From an optimization exercise on the open Yosys and OpenROAD flow, aimed at small area; shortcuts taken in it are not production practice. Where RTL was checked, it was by simulation tests only, not by an equivalence proof against the original. For run 2, only the layout was checked, not whether the RTL still works. Power is estimated from default activity; no workload was simulated.

### flow/design.v
package fpga_rt_pkg;
    typedef logic [31:0] addr_t;       
    typedef logic [31:0] data_t;
    typedef logic [3:0]  strb_t;
    typedef logic [1:0]  resp_t;
    typedef logic [7:0]  log_char_t;
    typedef logic [3:0]  nibble_t;     
    localparam resp_t RESP_OKAY   = 2'b00;
    localparam resp_t RESP_SLVERR = 2'b10;
    localparam addr_t CTRL_OFS              = 32'h00;
    localparam addr_t STATUS_OFS            = 32'h04;
    localparam addr_t GENERIC_INPUT_OFS     = 32'h08;
    localparam addr_t GENERIC_OUTPUT_OFS    = 32'h0C;
    localparam addr_t ITRNG_DIVISOR_OFS     = 32'h10;
    localparam addr_t CYCLE_COUNT_OFS       = 32'h14;
    localparam addr_t LOG_FIFO_DATA_OFS     = 32'h18;   
    localparam addr_t LOG_FIFO_STATUS_OFS   = 32'h1C;
    localparam addr_t ITRNG_FIFO_DATA_OFS   = 32'h20;   
    localparam addr_t ITRNG_STATUS_OFS      = 32'h24;
    localparam int LOG_FIFO_DEPTH = 16;
    localparam int LOG_PTR_W      = $clog2(LOG_FIFO_DEPTH);
    localparam int LOG_CNT_W      = $clog2(LOG_FIFO_DEPTH + 1);
    localparam int ITRNG_FIFO_DEPTH = 8;
    localparam int ITRNG_PTR_W      = $clog2(ITRNG_FIFO_DEPTH);
    localparam int ITRNG_CNT_W      = $clog2(ITRNG_FIFO_DEPTH + 1);
    localparam int NIBBLES_PER_WORD = 8;
    localparam int NIBBLE_IDX_W     = $clog2(NIBBLES_PER_WORD);
endpackage
module fpga_rt_regs (
    input  logic                     core_clk,
    input  logic                     hwif_out,
    input  logic                     awvalid,
    output logic                     awready,
    input  fpga_rt_pkg::addr_t       awaddr,
    input  logic                     wvalid,
    output logic                     wready,
    input  fpga_rt_pkg::data_t       wdata,
    input  fpga_rt_pkg::strb_t       wstrb,
    output logic                     bvalid,
    input  logic                     bready,
    output fpga_rt_pkg::resp_t       bresp,
    input  logic                     arvalid,
    output logic                     arready,
    input  fpga_rt_pkg::addr_t       araddr,
    output logic                     rvalid,
    input  logic                     rready,
    output fpga_rt_pkg::data_t       rdata,
    output fpga_rt_pkg::resp_t       rresp,
    output logic                     core_pwrgood,
    output logic                     core_rst_b,
    output fpga_rt_pkg::data_t       generic_input,
    input  logic [7:0]               core_status,
    input  fpga_rt_pkg::data_t       generic_output,
    output logic                     log_pop,
    input  fpga_rt_pkg::log_char_t   log_head,
    input  logic                     log_empty,
    input  logic                     log_full,
    output logic                     itrng_wr,
    output logic                     itrng_push,
    output logic                     itrng_fifo_reset,
    output fpga_rt_pkg::data_t       itrng_divisor,
    input  logic                     itrng_empty,
    input  logic                     itrng_full
);
    logic               ready_en;    
    logic               wr_accept;
    logic               rd_accept;
    logic               wr_low;      
    logic               rd_low;
    logic [9:0]         wr_sel;      
    logic [9:0]         rd_sel;
    fpga_rt_pkg::data_t rd_value;
    fpga_rt_pkg::data_t cycle_count;
    logic               bresp_err;
    logic               rresp_err;
    assign wr_low = (awaddr[31:6] == '0);
    assign rd_low = (araddr[31:6] == '0);
    always_comb begin
        for (int i = 0; i < 10; i++) begin
            wr_sel[i] = wr_low & (awaddr[5:2] == 4'(i));
            rd_sel[i] = rd_low & (araddr[5:2] == 4'(i));
        end
    end
    assign wr_accept = ready_en & awvalid & wvalid & ~bvalid;
    assign awready   = wr_accept;
    assign wready    = wr_accept;
    assign arready   = ready_en & ~rvalid;
    assign rd_accept = arvalid & arready;
    assign log_pop   = rd_accept & rd_sel[6];
    assign itrng_wr  = wr_accept & wr_sel[8];
    always_comb begin
        rd_value = '0;    
        if (rd_sel[0]) rd_value[1:0] = {core_rst_b, core_pwrgood};
        if (rd_sel[1]) rd_value[7:0] = rd_value[7:0] | core_status;
        if (rd_sel[2]) rd_value = rd_value | generic_input;
        if (rd_sel[3]) rd_value = rd_value | generic_output;
        if (rd_sel[4]) rd_value = rd_value | itrng_divisor;
        if (rd_sel[5]) rd_value = rd_value | cycle_count;
        if (rd_sel[6]) rd_value[8:0] = rd_value[8:0] | {~log_empty, log_head};
        if (rd_sel[7]) rd_value[1:0] = rd_value[1:0] | {log_full, log_empty};
        if (rd_sel[9]) rd_value[2:0] = rd_value[2:0] | {itrng_fifo_reset, itrng_full, itrng_empty};
    end
    assign bresp = {bresp_err, 1'b0};
    assign rresp = {rresp_err, 1'b0};
    always_ff @(posedge core_clk or negedge hwif_out) begin
        if (!hwif_out) begin
            ready_en <= 1'b0;
            bvalid   <= 1'b0;
            rvalid   <= 1'b0;
        end else begin
            ready_en <= 1'b1;
            if (wr_accept)   bvalid <= 1'b1;
            else if (bready) bvalid <= 1'b0;
            if (rd_accept)   rvalid <= 1'b1;
            else if (rready) rvalid <= 1'b0;
        end
    end
    always_ff @(posedge core_clk) begin
        if (!bvalid) bresp_err <= ~|wr_sel;
        if (!rvalid) begin
            rresp_err <= ~|rd_sel;
            rdata     <= rd_value;    
        end
    end
    always_ff @(posedge core_clk or negedge hwif_out) begin
        if (!hwif_out) begin
            core_pwrgood     <= 1'b0;
            core_rst_b       <= 1'b0;
            generic_input    <= '0;
            itrng_divisor    <= '0;
            itrng_fifo_reset <= 1'b0;
            itrng_push       <= 1'b0;
        end else begin
            itrng_push <= itrng_wr;
            if (wr_accept) begin
                if (wr_sel[0] & wstrb[0]) begin
                    core_pwrgood <= wdata[0];
                    core_rst_b   <= wdata[1];
                end
                for (int i = 0; i < 4; i++) begin
                    if (wr_sel[2] & wstrb[i]) generic_input[8*i +: 8] <= wdata[8*i +: 8];
                    if (wr_sel[4] & wstrb[i]) itrng_divisor[8*i +: 8] <= wdata[8*i +: 8];
                end
                if (wr_sel[9] & wstrb[0]) itrng_fifo_reset <= wdata[2];   
            end
        end
    end
    always_ff @(posedge core_clk) begin
        if (!core_rst_b) cycle_count <= '0;
        else             cycle_count <= cycle_count + 1'b1;
    end
endmodule
module log_fifo (
    input  logic                   core_clk,
    input  logic                   hwif_out,
    input  logic                   log_char_valid,
    input  fpga_rt_pkg::log_char_t log_char,
    input  logic                   log_pop,
    output fpga_rt_pkg::log_char_t log_head,
    output logic                   log_empty,
    output logic                   log_full
);
    fpga_rt_pkg::log_char_t            mem [fpga_rt_pkg::LOG_FIFO_DEPTH];
    logic [fpga_rt_pkg::LOG_PTR_W:0]   wr_ptr;    
    logic [fpga_rt_pkg::LOG_PTR_W:0]   rd_ptr;
    logic                              push_ok;
    logic                              pop_ok;
    logic                              same_slot;
    assign same_slot = (wr_ptr[fpga_rt_pkg::LOG_PTR_W-1:0] == rd_ptr[fpga_rt_pkg::LOG_PTR_W-1:0]);
    assign log_empty = same_slot & (wr_ptr[fpga_rt_pkg::LOG_PTR_W] == rd_ptr[fpga_rt_pkg::LOG_PTR_W]);
    assign log_full  = same_slot & (wr_ptr[fpga_rt_pkg::LOG_PTR_W] != rd_ptr[fpga_rt_pkg::LOG_PTR_W]);
    assign push_ok   = log_char_valid & ~log_full;
    assign pop_ok    = log_pop & ~log_empty;
    assign log_head  = mem[rd_ptr[fpga_rt_pkg::LOG_PTR_W-1:0]];
    always_ff @(posedge core_clk or negedge hwif_out) begin
        if (!hwif_out) begin
            wr_ptr <= '0;
            rd_ptr <= '0;
        end else begin
            if (push_ok) wr_ptr <= wr_ptr + 1'b1;
            if (pop_ok)  rd_ptr <= rd_ptr + 1'b1;
        end
    end
    always_ff @(posedge core_clk) begin
        if (push_ok) begin
            mem[wr_ptr[fpga_rt_pkg::LOG_PTR_W-1:0]] <= log_char;
        end
    end
endmodule
module itrng_feeder (
    input  logic                 core_clk,
    input  logic                 hwif_out,
    input  logic                 itrng_wr,           
    input  logic                 itrng_push,         
    input  fpga_rt_pkg::data_t   itrng_word,         
    input  logic                 itrng_fifo_reset,
    input  fpga_rt_pkg::data_t   itrng_divisor,
    input  logic                 etrng_req,
    output logic                 itrng_empty,
    output logic                 itrng_full,
    output fpga_rt_pkg::nibble_t itrng_data,
    output logic                 itrng_valid
);
    localparam int PW = fpga_rt_pkg::ITRNG_PTR_W;
    localparam int NW = fpga_rt_pkg::NIBBLE_IDX_W;
    fpga_rt_pkg::data_t  mem [fpga_rt_pkg::ITRNG_FIFO_DEPTH];
    logic [PW:0]         wr_ptr;
    logic [PW+NW:0]      rd_ptr;           
    fpga_rt_pkg::data_t  throttle_cnt;
    logic                req_strobe;
    logic                same_slot;
    logic                push_ok;
    logic                take;
    logic                word_done;
    assign same_slot   = (wr_ptr[PW-1:0] == rd_ptr[PW+NW-1:NW]);
    assign itrng_empty = same_slot & (wr_ptr[PW] == rd_ptr[PW+NW]);
    assign itrng_full  = same_slot & (wr_ptr[PW] != rd_ptr[PW+NW]);
    logic [fpga_rt_pkg::ITRNG_FIFO_DEPTH*32-1:0] mem_flat;
    always_comb for (int i = 0; i < fpga_rt_pkg::ITRNG_FIFO_DEPTH; i++) mem_flat[32*i +: 32] = mem[i];
    assign push_ok     = itrng_push & ~itrng_full & ~itrng_fifo_reset;
    assign take        = req_strobe & ~itrng_empty & ~itrng_fifo_reset;
    assign word_done   = take & (&rd_ptr[NW-1:0]);    
    always_ff @(posedge core_clk or negedge hwif_out) begin
        if (!hwif_out) begin
            throttle_cnt <= '0;
            req_strobe   <= 1'b0;
        end else if (throttle_cnt == '0) begin
            throttle_cnt <= itrng_divisor;
            req_strobe   <= etrng_req;
        end else begin
            throttle_cnt <= throttle_cnt - 1'b1;
            req_strobe   <= 1'b0;
        end
    end
    always_ff @(posedge core_clk or negedge hwif_out) begin
        if (!hwif_out) begin
            wr_ptr      <= '0;
            rd_ptr      <= '0;
            itrng_valid <= 1'b0;
        end else if (itrng_fifo_reset) begin
            wr_ptr      <= '0;    
            rd_ptr      <= '0;
            itrng_valid <= 1'b0;
        end else begin
            itrng_valid <= take;
            if (take)    rd_ptr <= rd_ptr + 1'b1;
            if (push_ok) wr_ptr <= wr_ptr + 1'b1;
        end
    end
    always_ff @(posedge core_clk) begin
        if (itrng_wr & (~itrng_full | word_done)) begin
            mem[wr_ptr[PW-1:0]] <= itrng_word;
        end
    end
    always_ff @(posedge core_clk) begin
        itrng_data <= mem_flat[{rd_ptr[PW+NW-1:0], 2'b00} +: 4];
    end
endmodule
module fpga_rt_wrapper (
    input  logic                   core_clk,
    input  logic                   hwif_out,
    input  logic                   awvalid,
    output logic                   awready,
    input  fpga_rt_pkg::addr_t     awaddr,
    input  logic                   wvalid,
    output logic                   wready,
    input  fpga_rt_pkg::data_t     wdata,
    input  fpga_rt_pkg::strb_t     wstrb,
    output logic                   bvalid,
    input  logic                   bready,
    output fpga_rt_pkg::resp_t     bresp,
    input  logic                   arvalid,
    output logic                   arready,
    input  fpga_rt_pkg::addr_t     araddr,
    output logic                   rvalid,
    input  logic                   rready,
    output fpga_rt_pkg::data_t     rdata,
    output fpga_rt_pkg::resp_t     rresp,
    output logic                   core_pwrgood,
    output logic                   core_rst_b,
    output fpga_rt_pkg::data_t     generic_input,
    input  logic [7:0]             core_status,
    input  fpga_rt_pkg::data_t     generic_output,
    input  logic                   log_char_valid,
    input  fpga_rt_pkg::log_char_t log_char,
    input  logic                   etrng_req,
    output fpga_rt_pkg::nibble_t   itrng_data,
    output logic                   itrng_valid
);
    logic                   log_pop;
    fpga_rt_pkg::log_char_t log_head;
    logic                   log_empty;
    logic                   log_full;
    logic                   itrng_wr;
    logic                   itrng_push;
    logic                   itrng_fifo_reset;
    fpga_rt_pkg::data_t     itrng_divisor;
    logic                   itrng_empty;
    logic                   itrng_full;
    fpga_rt_regs regs_i (
        .core_clk, .hwif_out,
        .awvalid, .awready, .awaddr, .wvalid, .wready, .wdata, .wstrb,
        .bvalid, .bready, .bresp,
        .arvalid, .arready, .araddr, .rvalid, .rready, .rdata, .rresp,
        .core_pwrgood, .core_rst_b, .generic_input, .core_status, .generic_output,
        .log_pop, .log_head, .log_empty, .log_full,
        .itrng_wr, .itrng_push, .itrng_fifo_reset, .itrng_divisor,
        .itrng_empty, .itrng_full
    );
    log_fifo log_fifo_i (
        .core_clk, .hwif_out,
        .log_char_valid, .log_char,
        .log_pop, .log_head, .log_empty, .log_full
    );
    itrng_feeder itrng_feeder_i (
        .core_clk, .hwif_out,
        .itrng_wr, .itrng_push, .itrng_word(wdata), .itrng_fifo_reset, .itrng_divisor,
        .etrng_req, .itrng_empty, .itrng_full,
        .itrng_data, .itrng_valid
    );
endmodule
### flow/flow/run.sh
#!/bin/bash
# Standard synthesis with an area-oriented ABC script in place of ORFS's
# speed script (registers are untouched), then the standard layout with
# small port buffers and a clock tree of fewer, larger sink clusters and
# no dummy loads. Each tool's output goes to a log file of its own here.
set -euo pipefail
rm -rf scripts_abc
cp -r "$FLOW_HOME/scripts" scripts_abc
cp flow/abc_area.script scripts_abc/abc_speed.script
bash standard.sh synth SCRIPTS_DIR="$PWD/scripts_abc" > synth.log 2>&1
export BUFFER_PORTS_ARGS="-buffer_cell sky130_fd_sc_hd__buf_1"
export CTS_ARGS="-sink_clustering_enable -repair_clock_nets -dont_use_dummy_load -buf_list sky130_fd_sc_hd__clkbuf_8 -sink_clustering_size 16 -sink_clustering_max_diameter 60"
bash standard.sh finish > layout.log 2>&1
### flow/flow/abc_area.script
strash
balance
rewrite
refactor
balance
rewrite
rewrite -z
balance
refactor -z
rewrite -z
balance
balance
rewrite
refactor
balance
rewrite
rewrite -z
balance
refactor -z
rewrite -z
balance
dch
amap -F 10 -A 30
topo
### flow/standard.sh
#!/bin/bash
# synth_recipe.tcl (not shown) runs the flow's synth.tcl, then flattens the netlist and writes it again
# the make line also repeats each setting of config.mk as NAME=value (left out here)
make -C /OpenROAD-flow-scripts/flow DESIGN_CONFIG=/design/flow/config.mk WORK_HOME=/design/flow/orfs CLKGATE_MAP_FILE= SYNTH_SCRIPT=/design/flow/synth_recipe.tcl "${@:-finish}"
### flow/config.mk
export PLATFORM = sky130hd
export DESIGN_NAME = fpga_rt_wrapper
export DESIGN_NICKNAME = fpga_rt_wrapper
export VERILOG_FILES = /design/flow/design.v
export SDC_FILE = /design/flow/constraint.sdc
export NUM_CORES = 4
export LEC_CHECK = 0
export CAP_MARGIN = 0
export CORE_MARGIN = 2
export CORE_UTILIZATION = 40
export GPL_TIMING_DRIVEN = 0
export SLEW_MARGIN = 0
### flow/constraint.sdc
create_clock -name core_clock -period 6.0 [get_ports {core_clk}]
set_input_delay 1.2000 -clock core_clock [delete_from_list [all_inputs] [get_ports {core_clk}]]
set_output_delay 1.2000 -clock core_clock [all_outputs]
set_load 0.01 [all_outputs]
==> results of run 1 <==
-- final cells by class --
cell class,count,share of cell area [%]
Buffer,5,0.143
Clock buffer,45,2.35
Multi-Input combinational cell,931,23.1
Antenna cell,2,0.0190
Tap cell,765,3.64
Inverter,192,2.78
Sequential cell,580,62.5
Timing Repair Buffer,271,5.52
-- logic make-up (layout without fill, tap and decap cells) --
family          after synthesis  in the layout  synth area share (%)
buf+inv                     197            513                  3.27
compound gates              537            537                  17.3
fa+ha+maj                    11             11                 0.594
flops                       580            580                  70.9
simple gates                379            379                  7.80
other cells                   2              5                0.0324
xor+xnor                      1              1                0.0378
-- state kept, by name, summed over array words and instances, names as in the netlist, 4 cells and up --
name / count
regs_i.generic_input: 32
itrng_feeder_i.mem: 256
itrng_feeder_i.wr_ptr: 4
regs_i.rdata: 32
log_fifo_i.rd_ptr: 5
log_fifo_i.mem: 128
itrng_feeder_i.rd_ptr: 7
log_fifo_i.wr_ptr: 5
itrng_feeder_i.throttle_cnt: 32
regs_i.cycle_count: 32
regs_i.itrng_divisor: 32
itrng_feeder_i.itrng_data: 4
-- metrics by stage --
step           instances  TNS [ns]
2_1_floorplan       1708         0
3_3_place_gp        2703   -924.84
3_5_place_dp        2744         0
4_1_cts             2789         0
5_1_grt             2790         0
6_report            2791         0
-- layout by cell type (no fill, tap or decap), drive strengths merged, types with 3 or more instances in the layout --
cell type and instances:
nor2b 4, edfxtp 418, a221oi 35, a221o 21, or3 13, or4 8
or2 9, a31oi 25, o211ai 8, a21oi 35, o22ai 84, buf 276
dfxtp 36, nor4 23, a22oi 41, conb 3, clkbuf 45, o221ai 169
a222oi 8, nand4 11, nand3 93, ha 11, o21a 5, nor3 50
a311oi 4, o21ai 67, dfrtp 126, o311a 6, a211oi 10, a32o 6
nor2 76, o31ai 5, clkinv 191, nand2 83, and3 5
-- worst paths after layout --
path / startpoint / to / slack, ns / depth (start not counted)
min in group asynchronous: hwif_out / regs_i.generic_input[25]$_DFFE_PN0P_ / 0.63 / 1
setup reg to reg: itrng_feeder_i.rd_ptr[3]$_DFFE_PN0P_ / itrng_feeder_i.mem[6][20]$_DFFE_PP_ / 0.54 / 12
setup / recovery: itrng_feeder_i.rd_ptr[3]$_DFFE_PN0P_ / itrng_feeder_i.mem[6][20]$_DFFE_PP_ / 0.54 / 12
max in group asynchronous: hwif_out / regs_i.generic_input[9]$_DFFE_PN0P_ / 4.42 / 3
hold / removal: regs_i.cycle_count[0]$_SDFF_PN0_ / regs_i.cycle_count[0]$_SDFF_PN0_ / 0.48 / 1
hold reg to reg: regs_i.cycle_count[0]$_SDFF_PN0_ / regs_i.cycle_count[0]$_SDFF_PN0_ / 0.48 / 1
-- layer usage --
| metal | global-route usage (%) | part of all wire (%) | vias to the layer above |
|---|---|---|---|
| met1 | 29.7 | 42 | 8362 |
| met5 | 0 | 0.020 | - |
| met2 | 36.8 | 49 | 621 |
| met3 | 3.53 | 6.6 | 122 |
| met4 | 6.67 | 3.0 | 2 |
| li1 | - | - | 7562 |
-- worst max-delay path: cells and delay by family (launching register included) --
family / cells / cell delay (ns)
compound gates: 2 / 0.52
flops: 1 / 1.07
simple gates: 6 / 2.02
buf+inv: 4 / 1.55
-- repair_timing --
item | CTS | global route
gates resized for setup | 0 | 1
hold buffers | 0 | 0
endpoints found under the hold margin | 0 | 0
endpoints found under the setup margin | 0 | 14
-- power breakdown --
part           total [W]  internal [W]  switching, W
Clock            0.00188      0.000672       0.00121
Sequential       0.00445       0.00441     0.0000414
Combinational   0.000339     0.0000847      0.000254
Total            0.00667       0.00517       0.00150
==> results.txt, run 1 <==
Yosys
* **unique cell type count in the Yosys netlist** 44
* **top cells by area, synth** sky130_fd_sc_hd__edfxtp_1 (54%), sky130_fd_sc_hd__dfrtp_1 (14%), sky130_fd_sc_hd__o221ai_1 (6.4%), sky130_fd_sc_hd__dfxtp_1 (3.1%), sky130_fd_sc_hd__clkinv_1 (3.1%)
* **count of yosys warnings during synthesis** 3
* **largest area contributor in the synthesized netlist** sky130_fd_sc_hd__edfxtp_1
* **mean post-synth cell area** 13.6 um^2
* **netlist area before placement** 0.0232 mm^2
* **most common cell in the netlist** sky130_fd_sc_hd__edfxtp_1
* **sequential cell area fraction in the yosys report** 70.9%
* **number of flops mapped to enable cells by yosys** 418
* **fraction of registers with async set or reset after synthesis** 21.7%
* **number of instances in the synthesized netlist** 1707
* **top_reg_cell synth** sky130_fd_sc_hd__edfxtp_1
* **area share of the largest cell type after synthesis** 54.2%
* **Synth Register Bits** 580
* **Synth top cells by count** sky130_fd_sc_hd__edfxtp_1 (418), sky130_fd_sc_hd__clkinv_1 (192), sky130_fd_sc_hd__o221ai_1 (169), sky130_fd_sc_hd__dfrtp_1 (126), sky130_fd_sc_hd__nand3_1 (93)

Route
* **initial DRC count** 1526
* **remaining design rule violation count** 0
* **Wirelength per Cell** 23.9 um
* **post-detailed-route via-to-cell ratio** 5.97
* **total number of vias** 16700
* **Final ANT Viol Nets** 0
* **wirelength, routed** 66600 um
* **DR pass1 iterations** 5

Worst setup path
* **Critical Path End Type** flip-flop
* **arrival time at the worst endpoint** 5.78 ns
* **CP max FO** 21
* **list of cells traversed by the critical path** clkinvlp_4 -> o221ai_1 -> or2_0 -> nand2_1 -> nor2_1 -> clkinv_1 -> nor2b_1 -> o21ai_0 -> or2_0 -> nor3_2 -> buf_6 -> buf_6
* **type of origin of the critical path** flip-flop
* **CP max stage cell** sky130_fd_sc_hd__dfrtp_1
* **Largest stage delay, worst path** 1.07 ns
* **Setup CP Type** reg2reg
* **required arrival time at the worst endpoint** 6.32 ns

Timing
* **Worst-Margin Slew** 1.35 ns
* **headroom to the max-slew limit** 8.98%
* **largest clock skew in the final design** 0.0849 ns
* **shortest clock period the worst path allows after layout** 5.46 ns
* **Hold WS** 0.477 ns
* **setup repair after global routing missed its margin** no
* **Final Hold Violating Endpoints** 0
* **max-slew violation count** 0
* **final setup violation count** 0
* **maximum clock frequency** 0.183 GHz
* **share of the clock period used by the worst path after layout** 91.0%
* **worst setup slack after layout** 0.539 ns

GRT
* **combined global-route utilization of all metal layers** 22.0%
* **wire length of the first global-routing pass** 100000 um
* **number of antenna violations at the first check in global routing** 3
* **via count of the first global-routing pass** 16600
* **grt total ovfl** 0
* **pin count of the biggest net entering global routing** 116

Floorplanning
* **number of standard-cell rows in the floorplan** 88
* **starting utilization of the core area** 40.3%
* **horizontal die dimension** 245 um
* **top-level port count** 237
* **die outline area** 0.0599 mm^2
* **area of the core** 0.0575 mm^2
* **overall die height** 245 um

Cells and area
* **fraction of layout cells with a size suffix above 1** 5.63%
* **area growth from synthesis to layout** 13.5%
* **combined area of the multi-input logic cells** 0.00606 mm^2
* **fillers** 5222
* **final std cell area, no fill** 0.0263 mm^2
* **fin nets** 2194
* **area used by sequential logic in the layout** 0.0164 mm^2
* **Finished Core Util** 45.8%

Place
* **Placer Congestion** 0.860
* **Worst Setup Slack post-DPL** 0.419 ns
* **instance area at placement** 0.0257 mm^2
* **buffers added on ports** 230
* **detailed placer's ending HPWL** 45100 um

CTS
* **TritonCTS clock tree** built
* **Longest Clk Path Bufs** 3
* **cell at the root of the clock tree** sky130_fd_sc_hd__clkbuf_8
* **buffers inserted during post-CTS setup optimization** 0
* **Sink Count** 580
* **maximum level of the CTS H-tree** 2
* **clock insertion delay at the later pin of the skew report** 0.67 ns
* **Clock transition at path regs** 0.10 ns
* **clock buffer count from CTS** 45

Outcome
* **result of the run** no timing/DRC/antenna violations

Pwr
* **Tot Pwr** 0.00667 W
* **maximum vdd ir drop** 211 uV
* **power per standard cell area** 254 mW/mm^2
* **static leakage power** 8.10 nW

Hold path
* **Min-Delay Path Class** reg2reg

Flow run
* **number of maximum-capacitance constraint violations** 0

==> run 2, diff against run 1 <==
--- a/flow/design.v
+++ b/flow/design.v
@@ -89,16 +89,19 @@
     assign log_pop   = rd_accept & rd_sel[6];
     assign itrng_wr  = wr_accept & wr_sel[8];
     always_comb begin
-        rd_value = '0;    
-        if (rd_sel[0]) rd_value[1:0] = {core_rst_b, core_pwrgood};
-        if (rd_sel[1]) rd_value[7:0] = rd_value[7:0] | core_status;
-        if (rd_sel[2]) rd_value = rd_value | generic_input;
-        if (rd_sel[3]) rd_value = rd_value | generic_output;
-        if (rd_sel[4]) rd_value = rd_value | itrng_divisor;
-        if (rd_sel[5]) rd_value = rd_value | cycle_count;
-        if (rd_sel[6]) rd_value[8:0] = rd_value[8:0] | {~log_empty, log_head};
-        if (rd_sel[7]) rd_value[1:0] = rd_value[1:0] | {log_full, log_empty};
-        if (rd_sel[9]) rd_value[2:0] = rd_value[2:0] | {itrng_fifo_reset, itrng_full, itrng_empty};
+        case (araddr[5:2])
+            4'd0:    rd_value = {30'b0, core_rst_b, core_pwrgood};
+            4'd1:    rd_value = {24'b0, core_status};
+            4'd2:    rd_value = generic_input;
+            4'd3:    rd_value = generic_output;
+            4'd4:    rd_value = itrng_divisor;
+            4'd5:    rd_value = cycle_count;
+            4'd6:    rd_value = {23'b0, ~log_empty, log_head};
+            4'd7:    rd_value = {30'b0, log_full, log_empty};
+            4'd9:    rd_value = {29'b0, itrng_fifo_reset, itrng_full, itrng_empty};
+            default: rd_value = '0;    
+        endcase
+        if (!rd_low) rd_value = '0;
     end
     assign bresp = {bresp_err, 1'b0};
     assign rresp = {rresp_err, 1'b0};
@@ -116,9 +119,9 @@
         end
     end
     always_ff @(posedge core_clk) begin
-        if (!bvalid) bresp_err <= ~|wr_sel;
+        if (!bvalid) bresp_err <= ~wr_low | (awaddr[5:2] > 4'd9);
         if (!rvalid) begin
-            rresp_err <= ~|rd_sel;
+            rresp_err <= ~rd_low | (araddr[5:2] > 4'd9);
             rdata     <= rd_value;    
         end
     end
@@ -145,9 +148,13 @@
             end
         end
     end
+    logic [32:0] carry;
+    always_comb begin
+        carry[0] = 1'b1;
+        for (int i = 0; i < 32; i++) carry[i+1] = carry[i] & cycle_count[i];
+    end
     always_ff @(posedge core_clk) begin
-        if (!core_rst_b) cycle_count <= '0;
-        else             cycle_count <= cycle_count + 1'b1;
+        cycle_count <= (cycle_count ^ carry[31:0]) & {32{core_rst_b}};
     end
 endmodule
 module log_fifo (
@@ -171,7 +178,12 @@
     assign log_full  = same_slot & (wr_ptr[fpga_rt_pkg::LOG_PTR_W] != rd_ptr[fpga_rt_pkg::LOG_PTR_W]);
     assign push_ok   = log_char_valid & ~log_full;
     assign pop_ok    = log_pop & ~log_empty;
-    assign log_head  = mem[rd_ptr[fpga_rt_pkg::LOG_PTR_W-1:0]];
+    always_comb begin
+        log_head = '0;
+        for (int i = 0; i < fpga_rt_pkg::LOG_FIFO_DEPTH; i++)
+            if (rd_ptr[fpga_rt_pkg::LOG_PTR_W-1:0] == fpga_rt_pkg::LOG_PTR_W'(i))
+                log_head = log_head | mem[i];
+    end
     always_ff @(posedge core_clk or negedge hwif_out) begin
         if (!hwif_out) begin
             wr_ptr <= '0;
@@ -220,15 +232,20 @@
     assign push_ok     = itrng_push & ~itrng_full & ~itrng_fifo_reset;
     assign take        = req_strobe & ~itrng_empty & ~itrng_fifo_reset;
     assign word_done   = take & (&rd_ptr[NW-1:0]);    
+    logic [32:0] borrow;
+    always_comb begin
+        borrow[0] = 1'b1;
+        for (int i = 0; i < 32; i++) borrow[i+1] = borrow[i] & ~throttle_cnt[i];
+    end
     always_ff @(posedge core_clk or negedge hwif_out) begin
         if (!hwif_out) begin
             throttle_cnt <= '0;
             req_strobe   <= 1'b0;
-        end else if (throttle_cnt == '0) begin
+        end else if (borrow[32]) begin
             throttle_cnt <= itrng_divisor;
             req_strobe   <= etrng_req;
         end else begin
-            throttle_cnt <= throttle_cnt - 1'b1;
+            throttle_cnt <= throttle_cnt ^ borrow[31:0];
             req_strobe   <= 1'b0;
         end
     end
@@ -252,8 +269,14 @@
             mem[wr_ptr[PW-1:0]] <= itrng_word;
         end
     end
+    logic [3:0] head_nib;
+    always_comb begin
+        head_nib = '0;
+        for (int i = 0; i < 64; i++)
+            if (rd_ptr[5:0] == 6'(i)) head_nib = head_nib | mem_flat[4*i +: 4];
+    end
     always_ff @(posedge core_clk) begin
-        itrng_data <= mem_flat[{rd_ptr[PW+NW-1:0], 2'b00} +: 4];
+        itrng_data <= head_nib;
     end
 endmodule
 module fpga_rt_wrapper (
--- a/flow/config.mk
+++ b/flow/config.mk
@@ -5,8 +5,7 @@
 export SDC_FILE = /design/flow/constraint.sdc
 export NUM_CORES = 4
 export LEC_CHECK = 0
-export CAP_MARGIN = 0
+export CAP_MARGIN = 20
 export CORE_MARGIN = 2
 export CORE_UTILIZATION = 40
-export GPL_TIMING_DRIVEN = 0
-export SLEW_MARGIN = 0
+export SLEW_MARGIN = 20
==> run 2 against run 1 <==
  * Still clean
  * Synthesized area fell by 2.3%
  * First-iteration DRC count rose by 16%
  * Worst setup slack got worse by 0.40 ns
  * Critical path depth rose by 23
  * Register-to-register slack got worse by 0.40 ns
  * Core utilization rose by 0.64 points
  * Count of clock-buffer cells in the layout rose by 3
  * Design area fell by 0.90%
  * Combinational power rose by 12%
==> results.txt, run 2 <==
Route
* **post-detailed-route via-to-cell ratio** 5.74, was 5.97
* **total number of vias** 15300, was 16700
* **remaining design rule violation count** 0, unchanged
* **DR pass1 iterations** 6, was 5
* **Wirelength per Cell** 24.5 um, was 23.9 um
* **Final ANT Viol Nets** 0, unchanged
* **wirelength, routed** 65300 um, was 66600 um
* **initial DRC count** 1764, was 1526

CTS
* **Sink Count** 580, unchanged
* **clock insertion delay at the later pin of the skew report** 0.72 ns, was 0.67 ns
* **cell at the root of the clock tree** sky130_fd_sc_hd__clkbuf_8, unchanged
* **Clock transition at path regs** 0.11 ns, was 0.10 ns
* **maximum level of the CTS H-tree** 2, unchanged
* **TritonCTS clock tree** built, unchanged
* **clock buffer count from CTS** 48, was 45
* **Longest Clk Path Bufs** 3, unchanged

Worst setup path
* **Crit path buffers/inverters** 3, was 4
* **Top delay family on crit path** adder cells, was simple AND/OR/NAND/NOR gates
* **required arrival time at the worst endpoint** 6.54 ns, was 6.32 ns
* **CP max FO** 5, was 21
* **Worst path most repeated cell** sky130_fd_sc_hd__ha_4
* **Largest stage delay, worst path** 0.38 ns, was 1.07 ns
* **type of origin of the critical path** flip-flop, unchanged
* **arrival time at the worst endpoint** 6.41 ns, was 5.78 ns
* **Critical Path End Type** flip-flop, unchanged
* **Setup CP Type** reg2reg, unchanged
* **CP max stage cell** sky130_fd_sc_hd__dfrtp_1, unchanged

GRT
* **pin count of the biggest net entering global routing** 53, was 116
* **via count of the first global-routing pass** 15300, was 16600
* **grt total ovfl** 0, unchanged
* **combined global-route utilization of all metal layers** 21.9%, was 22.0%
* **number of antenna violations at the first check in global routing** 2, was 3
* **wire length of the first global-routing pass** 96300 um, was 100000 um

Floorplanning
* **horizontal die dimension** 242 um, was 245 um
* **number of standard-cell rows in the floorplan** 87, was 88
* **area of the core** 0.0562 mm^2, was 0.0575 mm^2
* **die outline area** 0.0585 mm^2, was 0.0599 mm^2
* **top-level port count** 237, unchanged
* **overall die height** 242 um, was 245 um
* **starting utilization of the core area** 40.3%, about the same

Yosys
* **number of instances in the synthesized netlist** 1584, was 1707
* **mean post-synth cell area** 14.3 um^2, was 13.6 um^2
* **top cells by area, synth** sky130_fd_sc_hd__edfxtp_1 (55%), sky130_fd_sc_hd__dfrtp_1 (14%), sky130_fd_sc_hd__ha_1 (4.1%), sky130_fd_sc_hd__a22oi_1 (3.7%), sky130_fd_sc_hd__dfxtp_1 (3.2%), was sky130_fd_sc_hd__edfxtp_1 (54%), sky130_fd_sc_hd__dfrtp_1 (14%), sky130_fd_sc_hd__o221ai_1 (6.4%), sky130_fd_sc_hd__dfxtp_1 (3.1%), sky130_fd_sc_hd__clkinv_1 (3.1%)
* **most common cell in the netlist** sky130_fd_sc_hd__edfxtp_1, unchanged
* **largest area contributor in the synthesized netlist** sky130_fd_sc_hd__edfxtp_1, unchanged
* **Synth top cells by count** sky130_fd_sc_hd__edfxtp_1 (418), sky130_fd_sc_hd__clkinv_1 (153), sky130_fd_sc_hd__nor2_1 (135), sky130_fd_sc_hd__dfrtp_1 (126), sky130_fd_sc_hd__a22oi_1 (110), was sky130_fd_sc_hd__edfxtp_1 (418), sky130_fd_sc_hd__clkinv_1 (192), sky130_fd_sc_hd__o221ai_1 (169), sky130_fd_sc_hd__dfrtp_1 (126), sky130_fd_sc_hd__nand3_1 (93)
* **top_reg_cell synth** sky130_fd_sc_hd__edfxtp_1, unchanged
* **Synth Register Bits** 580, unchanged
* **fraction of registers with async set or reset after synthesis** 21.7%, unchanged
* **netlist area before placement** 0.0226 mm^2, was 0.0232 mm^2
* **sequential cell area fraction in the yosys report** 72.6%, was 70.9%
* **area share of the largest cell type after synthesis** 55.5%, was 54.2%
* **number of flops mapped to enable cells by yosys** 418, unchanged
* **unique cell type count in the Yosys netlist** 40, was 44
* **count of yosys warnings during synthesis** 3, unchanged

Cells and area
* **most common library cell in the layout ignoring fill and taps** sky130_fd_sc_hd__edfxtp_1, unchanged
* **fillers** 5029, was 5222
* **Finished Core Util** 46.4%, was 45.8%
* **final std cell area, no fill** 0.0261 mm^2, was 0.0263 mm^2
* **area growth from synthesis to layout** 15.2%, was 13.5%
* **fin nets** 2139, was 2194
* **area used by sequential logic in the layout** 0.0164 mm^2, about the same
* **fraction of layout cells with a size suffix above 1** 8.50%, was 5.63%
* **combined area of the multi-input logic cells** 0.00606 mm^2, about the same
* **number of inserted diodes** 0, was 2
* **max reg flops** 256, unchanged
* **most frequent cells in the layout** sky130_fd_sc_hd__edfxtp_1 (418), sky130_fd_sc_hd__buf_1 (229), sky130_fd_sc_hd__clkinv_1 (150), was sky130_fd_sc_hd__edfxtp_1 (418), sky130_fd_sc_hd__buf_1 (229), sky130_fd_sc_hd__clkinv_1 (188)

Pwr
* **part of the total power dissipated in sequential elements** 65.6%, was 66.7%
* **static leakage power** 8.51 nW, was 8.10 nW
* **clock network fraction of design power** 28.8%, was 28.2%
* **design internal power** 0.00521 W, was 0.00517 W
* **combinational share of power** 5.6%, was 5.1%
* **power per standard cell area** 260 mW/mm^2, was 254 mW/mm^2
* **maximum vdd ir drop** 175 uV, was 211 uV
* **switching power of the nets** 0.00157 W, was 0.00150 W
* **fraction of power spent switching nets** 23.2%, was 22.5%

Timing
* **max-slew violation count** 0, unchanged
* **worst setup slack after layout** 0.138 ns, was 0.539 ns
* **final setup violation count** 0, unchanged
* **setup TNS after final layout** 0 ns, unchanged
* **shortest clock period the worst path allows after layout** 5.86 ns, was 5.46 ns
* **headroom to the max-slew limit** 27.6%, was 8.98%
* **Final Hold Violating Endpoints** 0, unchanged
* **share of the clock period used by the worst path after layout** 97.7%, was 91.0%
* **Worst-Margin Slew** 1.08 ns, was 1.35 ns
* **largest clock skew in the final design** 0.123 ns, was 0.0849 ns
* **maximum clock frequency** 0.171 GHz, was 0.183 GHz

Place
* **Worst Setup Slack post-DPL** -0.271 ns, was 0.419 ns
* **buffers added on ports** 230, unchanged
* **instance area at placement** 0.0249 mm^2, was 0.0257 mm^2
* **detailed placer's ending HPWL** 44100 um, was 45100 um
* **Placer Congestion** 0.864, was 0.860

Flow run
* **number of maximum-capacitance constraint violations** 0, unchanged

Outcome
* **result of the run** no timing/DRC/antenna violations, unchanged

Hold path
* **Min-Delay Path Class** reg2reg, unchanged

==> run 2: metal layers <==
layer	vias to the layer above	wire length [um]	GRT usage [%]
met5	-	0	0
met4	0	2190	7.64
met3	134	5520	3.74
met2	684	30600	35.4
met1	7618	26900	30.1
li1	6834	-	-
==> run 2: path summary, 6_finish.rpt <==
kind / startpoint / to / slack (ns) / cells after the start
worst max register to register: itrng_feeder_i.throttle_cnt[0]$_DFF_PN0_ / itrng_feeder_i.throttle_cnt[10]$_DFF_PN0_ / 0.14 / 35
worst min register to register: regs_i.cycle_count[31]$_DFF_P_ / regs_i.cycle_count[31]$_DFF_P_ / 0.49 / 1
worst min-delay path: regs_i.cycle_count[31]$_DFF_P_ / regs_i.cycle_count[31]$_DFF_P_ / 0.49 / 1
min in group asynchronous: hwif_out / regs_i.generic_input[25]$_DFFE_PN0P_ / 0.62 / 1
max in group asynchronous: hwif_out / itrng_feeder_i.wr_ptr[0]$_DFFE_PN0P_ / 4.13 / 2
worst max-delay path: itrng_feeder_i.throttle_cnt[0]$_DFF_PN0_ / itrng_feeder_i.throttle_cnt[10]$_DFF_PN0_ / 0.14 / 35
==> run 2: stage by stage <==
stage,hold slack [ns],cells,total power [W]
after global placement,0.461,2607,0.00491
after global routing,0.517,2662,0.00700
after detailed placement,0.462,2607,0.00492
after floorplan,0.401,1585,0.00469
after CTS,0.478,2662,0.00683
final,0.494,2662,0.00679
==> run 2: timing repair <==
action | CTS | global route
gates resized for setup | 45 | 24
setup endpoints to repair | 36 | 35
cloned | 3 | 0
hold buffers | 0 | 0
pin swaps | 8 | 3
buffers inserted | 4 | 0
==> run 2: cell families (layout without fill, tap and decap cells) <==
family / Yosys count / in the layout / synth area share (%)
AO/OA/AOI/OAI: 376 / 376 / 12.4
adder cells (fa/ha/maj): 74 / 74 / 4.09
buffers and inverters: 158 / 479 / 2.70
flip-flops: 580 / 580 / 72.6
other: 2 / 3 / 0.0332
AND/OR/NAND/NOR: 394 / 394 / 8.15
==> run 2: power groups by stage <==
stage / registers, W / logic (W) / clock network, W
3_5_place_dp: 0.00454 / 0.000381 / 0
2_1_floorplan: 0.00454 / 0.000144 / 0
6_report: 0.00445 / 0.000379 / 0.00195
5_1_grt: 0.00446 / 0.000415 / 0.00212
4_1_cts: 0.00445 / 0.000382 / 0.00199
3_3_place_gp: 0.00454 / 0.000373 / 0
==> run 2: final cells by class <==
type,count,share of cell area [%]
Sequential cell,580,63.0
Multi-Input combinational cell,847,23.3
Timing Repair Buffer,278,5.25
Tap cell,756,3.63
Clock buffer,48,2.53
Inverter,153,2.31
==> run 3, diff against run 2 <==
--- a/flow/design.v
+++ b/flow/design.v
@@ -148,13 +148,19 @@
             end
         end
     end
-    logic [32:0] carry;
+    logic [31:0] carry;
+    logic [8:0]  grp_carry;
     always_comb begin
-        carry[0] = 1'b1;
-        for (int i = 0; i < 32; i++) carry[i+1] = carry[i] & cycle_count[i];
+        grp_carry[0] = 1'b1;
+        for (int g = 0; g < 8; g++)
+            grp_carry[g+1] = grp_carry[g] & &cycle_count[4*g +: 4];
+        for (int i = 0; i < 32; i++) begin
+            carry[i] = grp_carry[i/4];
+            for (int j = 4*(i/4); j < i; j++) carry[i] = carry[i] & cycle_count[j];
+        end
     end
     always_ff @(posedge core_clk) begin
-        cycle_count <= (cycle_count ^ carry[31:0]) & {32{core_rst_b}};
+        cycle_count <= (cycle_count ^ carry) & {32{core_rst_b}};
     end
 endmodule
 module log_fifo (
@@ -232,20 +238,26 @@
     assign push_ok     = itrng_push & ~itrng_full & ~itrng_fifo_reset;
     assign take        = req_strobe & ~itrng_empty & ~itrng_fifo_reset;
     assign word_done   = take & (&rd_ptr[NW-1:0]);    
-    logic [32:0] borrow;
+    logic [31:0] borrow;
+    logic [8:0]  grp_borrow;
     always_comb begin
-        borrow[0] = 1'b1;
-        for (int i = 0; i < 32; i++) borrow[i+1] = borrow[i] & ~throttle_cnt[i];
+        grp_borrow[0] = 1'b1;
+        for (int g = 0; g < 8; g++)
+            grp_borrow[g+1] = grp_borrow[g] & ~|throttle_cnt[4*g +: 4];
+        for (int i = 0; i < 32; i++) begin
+            borrow[i] = grp_borrow[i/4];
+            for (int j = 4*(i/4); j < i; j++) borrow[i] = borrow[i] & ~throttle_cnt[j];
+        end
     end
     always_ff @(posedge core_clk or negedge hwif_out) begin
         if (!hwif_out) begin
             throttle_cnt <= '0;
             req_strobe   <= 1'b0;
-        end else if (borrow[32]) begin
+        end else if (throttle_cnt == '0) begin
             throttle_cnt <= itrng_divisor;
             req_strobe   <= etrng_req;
         end else begin
-            throttle_cnt <= throttle_cnt ^ borrow[31:0];
+            throttle_cnt <= throttle_cnt ^ borrow;
             req_strobe   <= 1'b0;
         end
     end
--- a/flow/flow/run.sh
+++ b/flow/flow/run.sh
@@ -9,5 +9,5 @@
 cp flow/abc_area.script scripts_abc/abc_speed.script
 bash standard.sh synth SCRIPTS_DIR="$PWD/scripts_abc" > synth.log 2>&1
 export BUFFER_PORTS_ARGS="-buffer_cell sky130_fd_sc_hd__buf_1"
-export CTS_ARGS="-sink_clustering_enable -repair_clock_nets -dont_use_dummy_load -buf_list sky130_fd_sc_hd__clkbuf_8 -sink_clustering_size 16 -sink_clustering_max_diameter 60"
+export CTS_ARGS="-sink_clustering_enable -repair_clock_nets -dont_use_dummy_load -buf_list sky130_fd_sc_hd__clkbuf_8 -sink_clustering_size 17 -sink_clustering_max_diameter 80"
 bash standard.sh finish > layout.log 2>&1
--- a/flow/config.mk
+++ b/flow/config.mk
@@ -5,7 +5,7 @@
 export SDC_FILE = /design/flow/constraint.sdc
 export NUM_CORES = 4
 export LEC_CHECK = 0
-export CAP_MARGIN = 20
+export CAP_MARGIN = 0
 export CORE_MARGIN = 2
 export CORE_UTILIZATION = 40
-export SLEW_MARGIN = 20
+export SLEW_MARGIN = 0
==> run 3 against run 2 <==
  * Still clean on timing, DRC and antenna
  * Sequential share of layout area grew 1.8 points
  * Die area grew 0.28%
  * Count of clock-buffer cells in the layout shrank 6
  * Synthesized cell count grew 1.1%
  * Critical path depth shrank 26
  * Via count grew 1.4%
  * Clock power shrank 6%
  * Register-to-register slack gained 2.1 ns
  * Design area shrank 2.8%
  * Hold slack lost 0.038 ns
  * Critical path type is now in2reg
  * Critical endpoint is now regs_i.itrng_divisor[0]$_DFFE_PN0P_
  * Largest power group unchanged
==> results.txt, run 3 <==
Yosys
* **most common cell in the netlist** sky130_fd_sc_hd__edfxtp_1, unchanged
* **unique cell type count in the Yosys netlist** 40, unchanged
* **netlist area before placement** 0.0227 mm^2, was 0.0226 mm^2
* **Synth top cells by count** sky130_fd_sc_hd__edfxtp_1 (418), sky130_fd_sc_hd__nor2_1 (141), sky130_fd_sc_hd__clkinv_1 (127), sky130_fd_sc_hd__dfrtp_1 (126), sky130_fd_sc_hd__nand2_1 (120), was sky130_fd_sc_hd__edfxtp_1 (418), sky130_fd_sc_hd__clkinv_1 (153), sky130_fd_sc_hd__nor2_1 (135), sky130_fd_sc_hd__dfrtp_1 (126), sky130_fd_sc_hd__a22oi_1 (110)
* **sequential cell area fraction in the yosys report** 72.4%, was 72.6%
* **fraction of registers with async set or reset after synthesis** 21.7%, unchanged
* **area share of the largest cell type after synthesis** 55.3%, was 55.5%
* **mean post-synth cell area** 14.2 um^2, was 14.3 um^2
* **top cells by area, synth** sky130_fd_sc_hd__edfxtp_1 (55%), sky130_fd_sc_hd__dfrtp_1 (14%), sky130_fd_sc_hd__a222oi_1 (3.7%), sky130_fd_sc_hd__ha_1 (3.3%), sky130_fd_sc_hd__dfxtp_1 (3.2%), was sky130_fd_sc_hd__edfxtp_1 (55%), sky130_fd_sc_hd__dfrtp_1 (14%), sky130_fd_sc_hd__ha_1 (4.1%), sky130_fd_sc_hd__a22oi_1 (3.7%), sky130_fd_sc_hd__dfxtp_1 (3.2%)
* **largest area contributor in the synthesized netlist** sky130_fd_sc_hd__edfxtp_1, unchanged
* **Synth Register Bits** 580, unchanged
* **top_reg_cell synth** sky130_fd_sc_hd__edfxtp_1, unchanged
* **number of instances in the synthesized netlist** 1601, was 1584
* **number of flops mapped to enable cells by yosys** 418, unchanged
* **count of yosys warnings during synthesis** 3, unchanged

Worst setup path
* **type of origin of the critical path** input pin, was flip-flop
* **Top delay family on crit path** simple AND/OR/NAND/NOR gates, was adder cells
* **Crit path buffers/inverters** 3, unchanged
* **Critical Path End Type** flip-flop, unchanged
* **Largest stage delay, worst path** 0.70 ns, was 0.38 ns
* **CP max stage cell** sky130_fd_sc_hd__nor2_1, was sky130_fd_sc_hd__dfrtp_1
* **arrival time at the worst endpoint** 4.36 ns, was 6.41 ns
* **Setup CP Type** in2reg, was reg2reg
* **required arrival time at the worst endpoint** 6.51 ns, was 6.54 ns
* **CP max FO** 15, was 5
* **list of cells traversed by the critical path** buf_1 -> or4_1 -> nor3_1 -> clkinv_1 -> or3_1 -> or3_1 -> nor2_1 -> clkinv_1 -> o22ai_1

Cells and area
* **fraction of layout cells with a size suffix above 1** 4.43%, was 8.50%
* **max reg flops** 256, unchanged
* **fillers** 5182, was 5029
* **fin nets** 2116, was 2139
* **non-filler cells, final** 2654, was 2662
* **combined area of the multi-input logic cells** 0.00582 mm^2, was 0.00606 mm^2
* **most frequent cells in the layout** sky130_fd_sc_hd__edfxtp_1 (418), sky130_fd_sc_hd__buf_1 (229), sky130_fd_sc_hd__nor2_1 (140), was sky130_fd_sc_hd__edfxtp_1 (418), sky130_fd_sc_hd__buf_1 (229), sky130_fd_sc_hd__clkinv_1 (150)
* **area used by sequential logic in the layout** 0.0164 mm^2, about the same
* **area growth from synthesis to layout** 11.6%, was 15.2%
* **most common library cell in the layout ignoring fill and taps** sky130_fd_sc_hd__edfxtp_1, unchanged

Floorplanning
* **die outline area** 0.0586 mm^2, was 0.0585 mm^2
* **starting utilization of the core area** 40.3%, about the same
* **area of the core** 0.0563 mm^2, was 0.0562 mm^2
* **top-level port count** 237, unchanged
* **horizontal die dimension** 242 um, about the same
* **overall die height** 242 um, about the same
* **number of standard-cell rows in the floorplan** 87, unchanged

Timing
* **Final Hold Violating Endpoints** 0, unchanged
* **headroom to the max-slew limit** 22.0%, was 27.6%
* **maximum clock frequency** 0.260 GHz, was 0.171 GHz
* **Worst-Margin Slew** 1.17 ns, was 1.08 ns
* **worst setup slack after layout** 2.15 ns, was 0.138 ns
* **final setup violation count** 0, unchanged
* **setup TNS after final layout** 0 ns, unchanged
* **setup repair after global routing missed its margin** no
* **largest clock skew in the final design** 0.0899 ns, was 0.123 ns
* **shortest clock period the worst path allows after layout** 3.85 ns, was 5.86 ns
* **share of the clock period used by the worst path after layout** 64.2%, was 97.7%
* **Hold WS** 0.455 ns, was 0.494 ns
* **max-slew violation count** 0, unchanged

Route
* **total number of vias** 15500, was 15300
* **remaining design rule violation count** 0, unchanged
* **Final ANT Viol Nets** 0, unchanged
* **initial DRC count** 2104, was 1764
* **wirelength, routed** 66200 um, was 65300 um
* **Wirelength per Cell** 24.9 um, was 24.5 um
* **post-detailed-route via-to-cell ratio** 5.83, was 5.74
* **DR pass1 iterations** 9, was 6

Pwr
* **fraction of power spent switching nets** 23.2%, about the same
* **switching power of the nets** 0.00155 W, was 0.00157 W
* **static leakage power** 8.30 nW, was 8.51 nW
* **combinational share of power** 5.7%, was 5.6%
* **part of the total power dissipated in sequential elements** 66.8%, was 65.6%
* **clock network fraction of design power** 27.5%, was 28.8%
* **power per standard cell area** 264 mW/mm^2, was 260 mW/mm^2
* **Tot Pwr** 0.00668 W, was 0.00679 W
* **maximum vdd ir drop** 206 uV, was 175 uV
* **design internal power** 0.00513 W, was 0.00521 W

CTS
* **Sink Count** 580, unchanged
* **cells resized by post-CTS repair** 0, was 45
* **maximum level of the CTS H-tree** 2, unchanged
* **Clock transition at path regs** 0.10 ns, was 0.11 ns
* **TritonCTS clock tree** built, unchanged
* **hold-fix buffer count after cts** 0, unchanged
* **cell at the root of the clock tree** sky130_fd_sc_hd__clkbuf_8, unchanged
* **Longest Clk Path Bufs** 3, unchanged
* **buffers inserted during post-CTS setup optimization** 0, was 4
* **clock buffer count from CTS** 42, was 48
* **clock insertion delay at the later pin of the skew report** 0.65 ns, was 0.72 ns

GRT
* **grt total ovfl** 0, unchanged
* **global route hottest layer** met2, unchanged
* **combined global-route utilization of all metal layers** 22.2%, was 21.9%
* **wire length of the first global-routing pass** 97700 um, was 96300 um
* **number of antenna violations at the first check in global routing** 5, was 2
* **met1 usage** 32.4%, was 30.1%
* **pin count of the biggest net entering global routing** 53, unchanged
* **met2 GRT Util** 34.7%, was 35.4%
* **via count of the first global-routing pass** 15200, was 15300
* **met3 Use GR** 3.45%, was 3.74%

Place
* **# placed instances** 2611, was 2607
* **detailed placer's ending HPWL** 44400 um, was 44100 um
* **Placer Congestion** 0.916, was 0.864
* **Worst Setup Slack post-DPL** 1.53 ns, was -0.271 ns
* **buffers added on ports** 230, unchanged

Flow run
* **number of maximum-capacitance constraint violations** 0, unchanged

Outcome
* **result of the run** no timing/DRC/antenna violations, unchanged

Hold path
* **Min-Delay Path Class** reg2reg, unchanged

[run 3: routing by layer]
| metal | up-vias | share of wire [%] |
|---|---|---|
| met2 | 731 | 46 |
| met4 | 0 | 2.3 |
| met1 | 7787 | 43 |
| met3 | 91 | 8.7 |
| li1 | 6874 | - |
| met5 | - | 0 |
[run 3: cell type report]
type	instances	share of cell area, %
Tap cell	756	3.73
Timing Repair Buffer	258	4.25
Multi-Input combinational cell	890	23.0
Sequential cell	580	64.8
Inverter	127	1.88
Antenna cell	1	0.00988
Clock buffer	42	2.28
[run 3: power groups by stage]
stage | clock [W] | sequential [W] | combinational, W
5_1_grt | 0.00202 | 0.00447 | 0.000416
6_report | 0.00184 | 0.00446 | 0.000382
2_1_floorplan | 0 | 0.00454 | 0.000145
3_3_place_gp | 0 | 0.00454 | 0.000372
3_5_place_dp | 0 | 0.00454 | 0.000380
4_1_cts | 0.00189 | 0.00446 | 0.000382
[run 3: logic make-up after synthesis]
family | Yosys count | synth area share (%)
AOI/OAI and AO/OA | 389 | 12.9
other | 2 | 0.0331
DFF | 580 | 72.4
adders and majority gates | 60 | 3.31
and+or+nand+nor | 433 | 8.87
xor gates and xnor gates | 5 | 0.193
buffers and inverters | 132 | 2.27
[run 3: worst paths after layout]
kind | slack, ns | from | cells after the start | end
max in group asynchronous | 4.13 | hwif_out | 2 | regs_i.bvalid$_DFFE_PN0P_
worst min register to register | 0.46 | regs_i.cycle_count[0]$_DFF_P_ | 1 | regs_i.cycle_count[0]$_DFF_P_
min in group asynchronous | 0.61 | hwif_out | 1 | regs_i.generic_input[21]$_DFFE_PN0P_
worst max-delay path | 2.15 | awaddr[28] | 9 | regs_i.itrng_divisor[0]$_DFFE_PN0P_
worst min-delay path | 0.46 | regs_i.cycle_count[0]$_DFF_P_ | 1 | regs_i.cycle_count[0]$_DFF_P_
worst max register to register | 2.19 | itrng_feeder_i.throttle_cnt[0]$_DFF_PN0_ | 12 | itrng_feeder_i.throttle_cnt[30]$_DFF_PN0_
[run 3: worst reg2reg max path: stages (launching register included)]
cell,delay (ns)
sky130_fd_sc_hd__dfrtp_1,0.40
sky130_fd_sc_hd__clkinv_1,0.05
sky130_fd_sc_hd__ha_1,0.17
sky130_fd_sc_hd__nand3_1,0.14
sky130_fd_sc_hd__nor4_1,0.33
sky130_fd_sc_hd__nand3_1,0.19
sky130_fd_sc_hd__nor3_1,0.28
sky130_fd_sc_hd__nand3_1,0.16
sky130_fd_sc_hd__nor3_1,0.33
sky130_fd_sc_hd__nand3_1,0.20
sky130_fd_sc_hd__nor3_2,0.17
sky130_fd_sc_hd__clkinv_1,0.76
sky130_fd_sc_hd__o22ai_1,0.48
[run 3: through the flow]
| step | util (%) | instance area (um^2) |
|---|---|---|
| finish | 45.0 | 25300 |
| global route | 45.0 | 25300 |
| CTS | 45.0 | 25300 |
| detailed placement | 44.0 | 24800 |
| global placement | 44.0 | 24800 |
| floorplan | - | 22700 |
==> run 4, diff against run 3 <==
--- a/flow/config.mk
+++ b/flow/config.mk
@@ -5,7 +5,7 @@
 export SDC_FILE = /design/flow/constraint.sdc
 export NUM_CORES = 4
 export LEC_CHECK = 0
-export CAP_MARGIN = 0
+export CAP_MARGIN = 20
 export CORE_MARGIN = 2
 export CORE_UTILIZATION = 40
-export SLEW_MARGIN = 0
+export SLEW_MARGIN = 20
==> run 4 against run 3 <==
  * Synthesized area unchanged
  * Sequential power about the same
  * Still clean
  * Flip-flop and latch count is the same
  * Clock power hardly changed
  * First-iteration DRC count is the same
  * Core utilization unchanged
  * Via count stayed put
  * Sequential share of layout area unchanged
  * Largest power group unchanged
  * Cell count is the same
  * Combinational power is essentially flat
  * Clock skew unchanged
==> results.txt, run 4 <==
Outcome
* **result of the run** no timing/DRC/antenna violations, unchanged

Pwr
* **static leakage power** 8.30 nW, unchanged
* **fraction of power spent switching nets** 23.2%, unchanged
* **design internal power** 0.00513 W, unchanged
* **maximum vdd ir drop** 206 uV, unchanged
* **power per standard cell area** 264 mW/mm^2, unchanged
* **switching power of the nets** 0.00155 W, unchanged
* **part of the total power dissipated in sequential elements** 66.8%, about the same
* **clock network fraction of design power** 27.5%, about the same
* **combinational share of power** 5.7%, about the same
* **Tot Pwr** 0.00668 W, unchanged

Cells and area
* **fraction of layout cells with a size suffix above 1** 4.43%, unchanged
* **fillers** 5182, unchanged
* **most frequent cells in the layout** sky130_fd_sc_hd__edfxtp_1 (418), sky130_fd_sc_hd__buf_1 (229), sky130_fd_sc_hd__nor2_1 (140), unchanged
* **area used by sequential logic in the layout** 0.0164 mm^2, unchanged
* **most common library cell in the layout ignoring fill and taps** sky130_fd_sc_hd__edfxtp_1, unchanged
* **area growth from synthesis to layout** 11.6%, unchanged
* **fin nets** 2116, unchanged
* **combined area of the multi-input logic cells** 0.00582 mm^2, unchanged
* **max reg flops** 256, unchanged

Route
* **remaining design rule violation count** 0, unchanged
* **initial DRC count** 2104, unchanged
* **Wirelength per Cell** 24.9 um, unchanged
* **post-detailed-route via-to-cell ratio** 5.83, unchanged
* **DR pass1 iterations** 9, unchanged
* **Final ANT Viol Nets** 0, unchanged
* **total number of vias** 15500, unchanged
* **wirelength, routed** 66200 um, unchanged

Timing
* **setup repair after global routing missed its margin** no, unchanged
* **largest clock skew in the final design** 0.0899 ns, unchanged
* **Final Hold Violating Endpoints** 0, unchanged
* **headroom to the max-slew limit** 22.0%, unchanged
* **max-slew violation count** 0, unchanged
* **Worst-Margin Slew** 1.17 ns, unchanged
* **setup TNS after final layout** 0 ns, unchanged
* **final setup violation count** 0, unchanged
* **share of the clock period used by the worst path after layout** 64.2%, unchanged
* **maximum clock frequency** 0.260 GHz, unchanged
* **shortest clock period the worst path allows after layout** 3.85 ns, unchanged

Floorplanning
* **horizontal die dimension** 242 um, unchanged
* **die outline area** 0.0586 mm^2, unchanged
* **starting utilization of the core area** 40.3%, unchanged
* **overall die height** 242 um, unchanged
* **area of the core** 0.0563 mm^2, unchanged
* **top-level port count** 237, unchanged
* **number of standard-cell rows in the floorplan** 87, unchanged

Place
* **buffers added on ports** 230, unchanged
* **detailed placer's ending HPWL** 44400 um, unchanged
* **Placer Congestion** 0.916, unchanged

Worst setup path
* **Critical Path End Type** flip-flop, unchanged
* **CP max FO** 15, unchanged
* **required arrival time at the worst endpoint** 6.51 ns, about the same
* **type of origin of the critical path** input pin, unchanged
* **arrival time at the worst endpoint** 4.36 ns, about the same
* **Setup CP Type** in2reg, unchanged

Yosys
* **area share of the largest cell type after synthesis** 55.3%, unchanged
* **most common cell in the netlist** sky130_fd_sc_hd__edfxtp_1, unchanged
* **number of flops mapped to enable cells by yosys** 418, unchanged
* **fraction of registers with async set or reset after synthesis** 21.7%, unchanged
* **top_reg_cell synth** sky130_fd_sc_hd__edfxtp_1, unchanged
* **top cells by area, synth** sky130_fd_sc_hd__edfxtp_1 (55%), sky130_fd_sc_hd__dfrtp_1 (14%), sky130_fd_sc_hd__a222oi_1 (3.7%), sky130_fd_sc_hd__ha_1 (3.3%), sky130_fd_sc_hd__dfxtp_1 (3.2%), unchanged
* **Synth Register Bits** 580, unchanged
* **Synth top cells by count** sky130_fd_sc_hd__edfxtp_1 (418), sky130_fd_sc_hd__nor2_1 (141), sky130_fd_sc_hd__clkinv_1 (127), sky130_fd_sc_hd__dfrtp_1 (126), sky130_fd_sc_hd__nand2_1 (120), unchanged
* **sequential cell area fraction in the yosys report** 72.4%, unchanged
* **largest area contributor in the synthesized netlist** sky130_fd_sc_hd__edfxtp_1, unchanged
* **unique cell type count in the Yosys netlist** 40, unchanged
* **number of instances in the synthesized netlist** 1601, unchanged
* **netlist area before placement** 0.0227 mm^2, unchanged
* **mean post-synth cell area** 14.2 um^2, unchanged
* **count of yosys warnings during synthesis** 3, unchanged

GRT
* **wire length of the first global-routing pass** 97700 um, unchanged
* **via count of the first global-routing pass** 15200, unchanged
* **grt total ovfl** 0, unchanged
* **combined global-route utilization of all metal layers** 22.2%, unchanged
* **met3 Use GR** 3.45%, unchanged
* **number of antenna violations at the first check in global routing** 5, unchanged
* **global route hottest layer** met2, unchanged
* **met2 GRT Util** 34.7%, unchanged
* **met1 usage** 32.4%, unchanged
* **pin count of the biggest net entering global routing** 53, unchanged

CTS
* **Sink Count** 580, unchanged
* **Longest Clk Path Bufs** 3, unchanged
* **Clock transition at path regs** 0.10 ns, about the same
* **hold-fix buffer count after cts** 0, unchanged
* **clock buffer count from CTS** 42, unchanged
* **TritonCTS clock tree** built, unchanged
* **maximum level of the CTS H-tree** 2, unchanged
* **cell at the root of the clock tree** sky130_fd_sc_hd__clkbuf_8, unchanged
* **cells resized by post-CTS repair** 0, unchanged
* **clock insertion delay at the later pin of the skew report** 0.65 ns, about the same
* **buffers inserted during post-CTS setup optimization** 0, unchanged

Hold path
* **Min-Delay Path Class** reg2reg, unchanged

Flow run
* **number of maximum-capacitance constraint violations** 0, unchanged

run 4: cell counts in the layout (fill, tap and decap cells not counted):
No cell type changed its count.
run 4: final cells by class:
cell class              count  share of cell area [%]
multi-input cells         890                    23.0
inverters                 127                    1.88
well taps                 756                    3.73
diodes                      1                 0.00988
flip-flops and latches    580                    64.8
repair buffers            258                    4.25
clock buffers              42                    2.28
run 4: final timing paths:
path / start / to / slack (ns) / depth (start not counted)
worst max-delay path: awaddr[28] / regs_i.itrng_divisor[0]$_DFFE_PN0P_ / 2.15 / 9
worst min-delay path: regs_i.cycle_count[0]$_DFF_P_ / regs_i.cycle_count[0]$_DFF_P_ / 0.46 / 1
worst max register to register: itrng_feeder_i.throttle_cnt[0]$_DFF_PN0_ / itrng_feeder_i.throttle_cnt[30]$_DFF_PN0_ / 2.19 / 12
worst min register to register: regs_i.cycle_count[0]$_DFF_P_ / regs_i.cycle_count[0]$_DFF_P_ / 0.46 / 1
max in group asynchronous: hwif_out / regs_i.bvalid$_DFFE_PN0P_ / 4.13 / 2
min in group asynchronous: hwif_out / regs_i.generic_input[21]$_DFFE_PN0P_ / 0.61 / 1
run 4: per-layer routing:
| metal | up-vias | part of all wire [%] |
|---|---|---|
| li1 | 6874 | - |
| met2 | 731 | 46 |
| met1 | 7787 | 43 |
| met3 | 91 | 8.7 |
| met4 | 0 | 2.3 |
| met5 | - | 0 |
run 4: worst max-delay path, stage by stage:
cell	delay [ns]
sky130_fd_sc_hd__buf_1	0.06
sky130_fd_sc_hd__or4_1	0.53
sky130_fd_sc_hd__nor3_1	0.39
sky130_fd_sc_hd__clkinv_1	0.15
sky130_fd_sc_hd__or3_1	0.38
sky130_fd_sc_hd__or3_1	0.51
sky130_fd_sc_hd__nor2_1	0.70
sky130_fd_sc_hd__clkinv_1	0.22
sky130_fd_sc_hd__o22ai_1	0.21
run 4: cells by family after synthesis:
| group | share of synthesized area [%] |
|---|---|
| compound gates | 12.9 |
| xor+xnor | 0.193 |
| fa+ha+maj | 3.31 |
| buf+inv | 2.27 |
| flops | 72.4 |
| other cells | 0.0331 |
| simple gates | 8.87 |
run 4: power by group through the flow:
stage | clock network (W) | logic, W | registers, W
4_1_cts | 0.00189 | 0.000382 | 0.00446
2_1_floorplan | 0 | 0.000145 | 0.00454
6_report | 0.00184 | 0.000382 | 0.00446
3_3_place_gp | 0 | 0.000372 | 0.00454
5_1_grt | 0.00202 | 0.000416 | 0.00447
3_5_place_dp | 0 | 0.000380 | 0.00454
run 4: through the flow:
stage | util (%) | cell area, um^2 | hold WS [ns] | instances | setup WS [ns]
finish | 45.0 | 25300 | 0.455 | 2654 | 2.15
CTS | 45.0 | 25300 | 0.450 | 2653 | 2.15
global route | 45.0 | 25300 | 0.477 | 2654 | 1.83
floorplan | - | 22700 | 0.402 | 1602 | -0.142
global placement | 44.0 | 24800 | 0.425 | 2611 | 1.61
detailed placement | 44.0 | 24800 | 0.439 | 2611 | 1.53

## re-timing with driven ports
The flow's constraints put no driver on any port. The routed layouts listed below were extracted and timed again, unchanged, in two steps.
Step 1 sets driving cells, clkbuf_16 on the clock port and buf_2 on the other inputs (assumed; they add their load-dependent delay and slew).
Step 2 moves the port delays by t, midway between the first and last clock arrival at a register: inputs arrive t later, outputs are due t later. That takes back most of the time a late clock gives input paths.
Slacks: ideal / step 1 / step 2; pairs: ideal / step 1.
run | t, ns | setup slack, ns | worst hold slack (ns) | worst slew at a driven data input, ns
run 1 | 0.681 | 0.539 / 0.539 / 0.478 | 0.477 / 0.477 / 0.477 | 0.08
run 2 | 0.712 | 0.138 / 0.138 / 0.138 | 0.494 / 0.494 / 0.494 | 0.10
run 3 | 0.664 | 2.149 / 2.185 / 1.521 | 0.455 / 0.455 / 0.455 | 0.08
run 4 | 0.664 | 2.149 / 2.185 / 1.521 | 0.455 / 0.455 / 0.455 | 0.08
After both steps every run listed still meets setup and hold.
